From an optimization exercise on the open Yosys and OpenROAD flow, aimed at small area; shortcuts taken in it are not production practice.
The RTL was checked by simulation tests, not by an equivalence proof against the original design.
Power figures rest on the tool's default switching activity, not on a simulated workload.

run 4:
==> flow/design.v (excerpt) <==
module regfile_sb #(
  parameter int unsigned DATA_W = 32,
  parameter int unsigned ADDR_W = 5,
  parameter int unsigned BYPASS = 1
) (
  input  logic                Clk,
  input  logic                Rst_n,
  input  logic                WE,
  input  logic [ADDR_W-1:0]   Rw,
  input  logic [DATA_W/8-1:0] WBE,
  input  logic [DATA_W-1:0]   busW,
  input  logic [ADDR_W-1:0]   Ra,
  input  logic [ADDR_W-1:0]   Rb,
  output logic [DATA_W-1:0]   busA,
  output logic [DATA_W-1:0]   busB,
  output logic                RdyA,
  output logic                RdyB,
  input  logic                Issue,
  input  logic [ADDR_W-1:0]   Rd,
  output logic [ADDR_W:0]     PendCnt
);
  localparam int unsigned DEPTH = 1 << ADDR_W;
  localparam int unsigned NLANE = DATA_W / 8;
  localparam logic        BYP   = (BYPASS != 0);
  logic [DATA_W-1:0] regs [1:DEPTH-1];
  logic [DATA_W-1:0] regsNext [1:DEPTH-1];
  logic [DEPTH-1:1]  pend;
  logic [DEPTH-1:1]  wselN, wselR0, dsel, selA0, selA1, selB0, selB1;
  logic [NLANE-1:0]  wbeR, wbeW;
  logic [DATA_W-1:0] wbit0, wbit1, wn;
  logic [NLANE-1:0]  lnA, lnB, lnAn, lnBn;
  logic              wrEn, isEn;
  logic              bypA, bypB, bypAn, bypBn;
  logic [2:0]        pA, pB, pRw, pRd;
  logic              pendRw, pendRd;
  logic              incr, decr;
  assign wrEn = WE && (Rw != '0);
  assign isEn = Issue && (Rd != '0);
  rf_dec5n uDecW  (.a(Rw), .en(WE),    .yn(wselN));
  rf_dec5  uDecD  (.a(Rd), .en(Issue), .y(dsel));
  rf_dec5r uDecA0 (.a(Ra), .y(selA0));
  rf_dec5r uDecA1 (.a(Ra), .y(selA1));
  rf_dec5r uDecB0 (.a(Rb), .y(selB0));
  rf_dec5r uDecB1 (.a(Rb), .y(selB1));
  for (genvar l = 0; l < NLANE; l++) begin : gWbe
    assign wbeR[l] = WBE[l] || !Rst_n;
  ...
Size: about 3900 cells after synthesis, roughly 1000 flip-flops, roughly 130 I/O pins.
==> flow/config.mk <==
export PLATFORM = sky130hd
export DESIGN_NAME = regfile_sb
export DESIGN_NICKNAME = regfile_sb
export VERILOG_FILES = /design/flow/design.v
export SDC_FILE = /design/flow/constraint.sdc
export NUM_CORES = 4
export LEC_CHECK = 0
export CAP_MARGIN = 20
export CORE_MARGIN = 2
export CORE_UTILIZATION = 55
export CTS_CLUSTER_DIAMETER = 70
export CTS_CLUSTER_SIZE = 30
export GPL_TIMING_DRIVEN = 0
export SLEW_MARGIN = 20
export SYNTH_HIERARCHICAL = 1
==> flow/constraint.sdc <==
create_clock -name core_clock -period 8.0 [get_ports {Clk}]
set_input_delay 1.6000 -clock core_clock [delete_from_list [all_inputs] [get_ports {Clk}]]
set_output_delay 1.6000 -clock core_clock [all_outputs]
set_load 0.01 [all_outputs]
standard.sh (not shown) runs the stock make flow with config.mk's settings and CLKGATE_MAP_FILE= SYNTH_SCRIPT=/design/flow/synth_recipe.tcl, a recipe that flattens the netlist after the stock synthesis.
==> flow/flow/run.sh <==
#!/bin/bash
set -euo pipefail
export BUFFER_PORTS_ARGS="-buffer_cell sky130_fd_sc_hd__buf_1"
export CTS_ARGS="-sink_clustering_enable -repair_clock_nets -sink_clustering_size 30 -sink_clustering_max_diameter 70 -dont_use_dummy_load"
bash standard.sh > standard.log 2>&1
Run 4: all stages complete, timing, DRC and antenna checks passed
#### Input delta (run 1 over run 4)
==> flow/flow/run.sh <==
#!/bin/bash
set -euo pipefail
export BUFFER_PORTS_ARGS="-buffer_cell sky130_fd_sc_hd__buf_1"
bash standard.sh > standard.log 2>&1
## What came out
On run 1: total met3 wirelength after detailed routing is about 0.55% lower than what run 4 gave. In the reports for run 4 and run 1, the larger sequential share of cell area belongs to run 4. Taking run 4 as the reference point, the total of fill cells in the finished design of run 1 falls by 0.97%.

---

regfile_sb, a different RTL version from the one above (not shown whole).
Size in the first run: about 3800 cells after synthesis, about 1000 flip-flops, about 130 I/O pins.
// regfile_sb
module regfile_sb #(
  parameter int unsigned DATA_W = 32,
  parameter int unsigned ADDR_W = 5,
  parameter int unsigned BYPASS = 1
) (
  input  logic                Clk,
  input  logic                Rst_n,
  input  logic                WE,
  input  logic [ADDR_W-1:0]   Rw,
  input  logic [DATA_W/8-1:0] WBE,
  input  logic [DATA_W-1:0]   busW,
  input  logic [ADDR_W-1:0]   Ra,
  input  logic [ADDR_W-1:0]   Rb,
  output logic [DATA_W-1:0]   busA,
  output logic [DATA_W-1:0]   busB,
  output logic                RdyA,
  output logic                RdyB,
  input  logic                Issue,
  input  logic [ADDR_W-1:0]   Rd,
  output logic [ADDR_W:0]     PendCnt
);
  localparam int unsigned DEPTH = 1 << ADDR_W;
  localparam int unsigned NLANE = DATA_W / 8;
  localparam logic        BYP   = (BYPASS != 0);
  logic [DATA_W-1:0] regs [1:DEPTH-1];
  logic [DATA_W-1:0] regsNext [1:DEPTH-1];
  logic [DEPTH-1:1]  pend;
  logic [DEPTH-1:1]  wselR0, wselR1, dsel, selA0, selA1, selB0, selB1;
  logic [NLANE-1:0]  wbeW;
  logic [DATA_W-1:0] wbit0, wbit1, wn;
  logic [NLANE-1:0]  lnA, lnB, lnAn, lnBn;
  logic              wrEn, isEn;
  logic              bypA, bypB, bypAn, bypBn;
  logic [2:0]        pA, pB, pRw, pRd;
  logic              pendRw, pendRd;
  logic              incr, decr;
  assign wrEn = WE && (Rw != '0);
  assign isEn = Issue && (Rd != '0);
  logic [3:0] wLon, dLon, aLon, bLon;
  logic [7:0] wHin, dHin, aHin, bHin;
  logic       rst, isEnR;
  logic [NLANE-1:0] wbeR0, wbeR1;
  assign rst   = !Rst_n;
  assign isEnR = Issue && Rst_n;
  rf_pre_ef uPreW (.a(Rw), .en(WE), .frc(rst), .lon(wLon), .hin(wHin));
  rf_fin    uFinW0 (.lon(wLon), .hin(wHin), .y(wselR0));
  rf_fin    uFinW1 (.lon(wLon), .hin(wHin), .y(wselR1));
  rf_pre_e  uPreD (.a(Rd), .en(isEnR), .lon(dLon), .hin(dHin));
  rf_fin    uFinD (.lon(dLon), .hin(dHin), .y(dsel));
  rf_pre    uPreA (.a(Ra), .lon(aLon), .hin(aHin));
  rf_fin    uFinA0 (.lon(aLon), .hin(aHin), .y(selA0));
  rf_fin    uFinA1 (.lon(aLon), .hin(aHin), .y(selA1));
  rf_pre    uPreB (.a(Rb), .lon(bLon), .hin(bHin));
  rf_fin    uFinB0 (.lon(bLon), .hin(bHin), .y(selB0));
  rf_fin    uFinB1 (.lon(bLon), .hin(bHin), .y(selB1));
  ...
==> flow/config.mk <==
export PLATFORM = sky130hd
export DESIGN_NAME = regfile_sb
export DESIGN_NICKNAME = regfile_sb
export VERILOG_FILES = /design/flow/design.v
export SDC_FILE = /design/flow/constraint.sdc
export NUM_CORES = 4
export LEC_CHECK = 0
export CAP_MARGIN = 20
export CORE_MARGIN = 2
export CORE_UTILIZATION = 60
export GPL_TIMING_DRIVEN = 0
export SLEW_MARGIN = 20
export SYNTH_HIERARCHICAL = 1
==> flow/constraint.sdc <==
create_clock -name core_clock -period 8.0 [get_ports {Clk}]
set_input_delay 1.6000 -clock core_clock [delete_from_list [all_inputs] [get_ports {Clk}]]
set_output_delay 1.6000 -clock core_clock [all_outputs]
set_load 0.01 [all_outputs]
==> flow/flow/run.sh <==
#!/bin/bash
set -euo pipefail
export BUFFER_PORTS_ARGS="-buffer_cell sky130_fd_sc_hd__buf_1"
export CTS_ARGS="-sink_clustering_enable -repair_clock_nets -dont_use_dummy_load -buf_list sky130_fd_sc_hd__clkbuf_8 -sink_clustering_size 16 -sink_clustering_max_diameter 70"
bash standard.sh > standard.log 2>&1
The first run went through all stages and came out clean.
==> next run, changes <==
Settings changed: CAP_MARGIN 20 to 12, CORE_UTILIZATION 60 to 65, SLEW_MARGIN 20 to 12.
The changed run finished with capacitance limit, slew limit left.
Count of clock-buffer cells in the layout is lower by 1.
Final area barely changes.
Routed wire length goes down by about 1.7%.
Cell count is lower by 1.6%.
Hold slack is about the same.
Clock power hardly moves.
Global-route usage rose by 2.0 points.
Total power stays flat.
Via count is higher by about 1.1%.
Register-to-register slack loses 90 ps.
Non-clock buffer count goes up by 6.

[afterwards: timing with drivers on the ports]
In the flow no input, the clock included, has a driving cell. The finished layouts below were timed again as built, in two steps.
Step 1, drivers: a clkbuf_16 drives Clk and a buf_2 each remaining input, both assumed.
Step 2 times the ports against the registers' clock, not the clock port: input delays grow and output delays shrink by t, the midpoint of the rising clock arrivals with the driver on.
Three values: no drivers, after step 1, after step 2; two values: the first two.
run	shift t [ns]	slack for setup (ns)	worst hold slack (ns)
run 4	0.710	1.123 / 1.004 / 1.004	0.500 / 0.500 / 0.500
run 1	0.726	1.010 / 0.983 / 0.983	0.502 / 0.502 / 0.502
the first run of note 2	0.781	0.707 / 0.733 / -0.033	0.507 / 0.507 / 0.507
the second run of note 2	0.797	0.292 / 0.336 / -0.462	0.508 / 0.508 / 0.508
The setup slack of the second run of note 2, which loses most, moves by +0.044 ns with the drivers and by -0.754 ns with both steps.
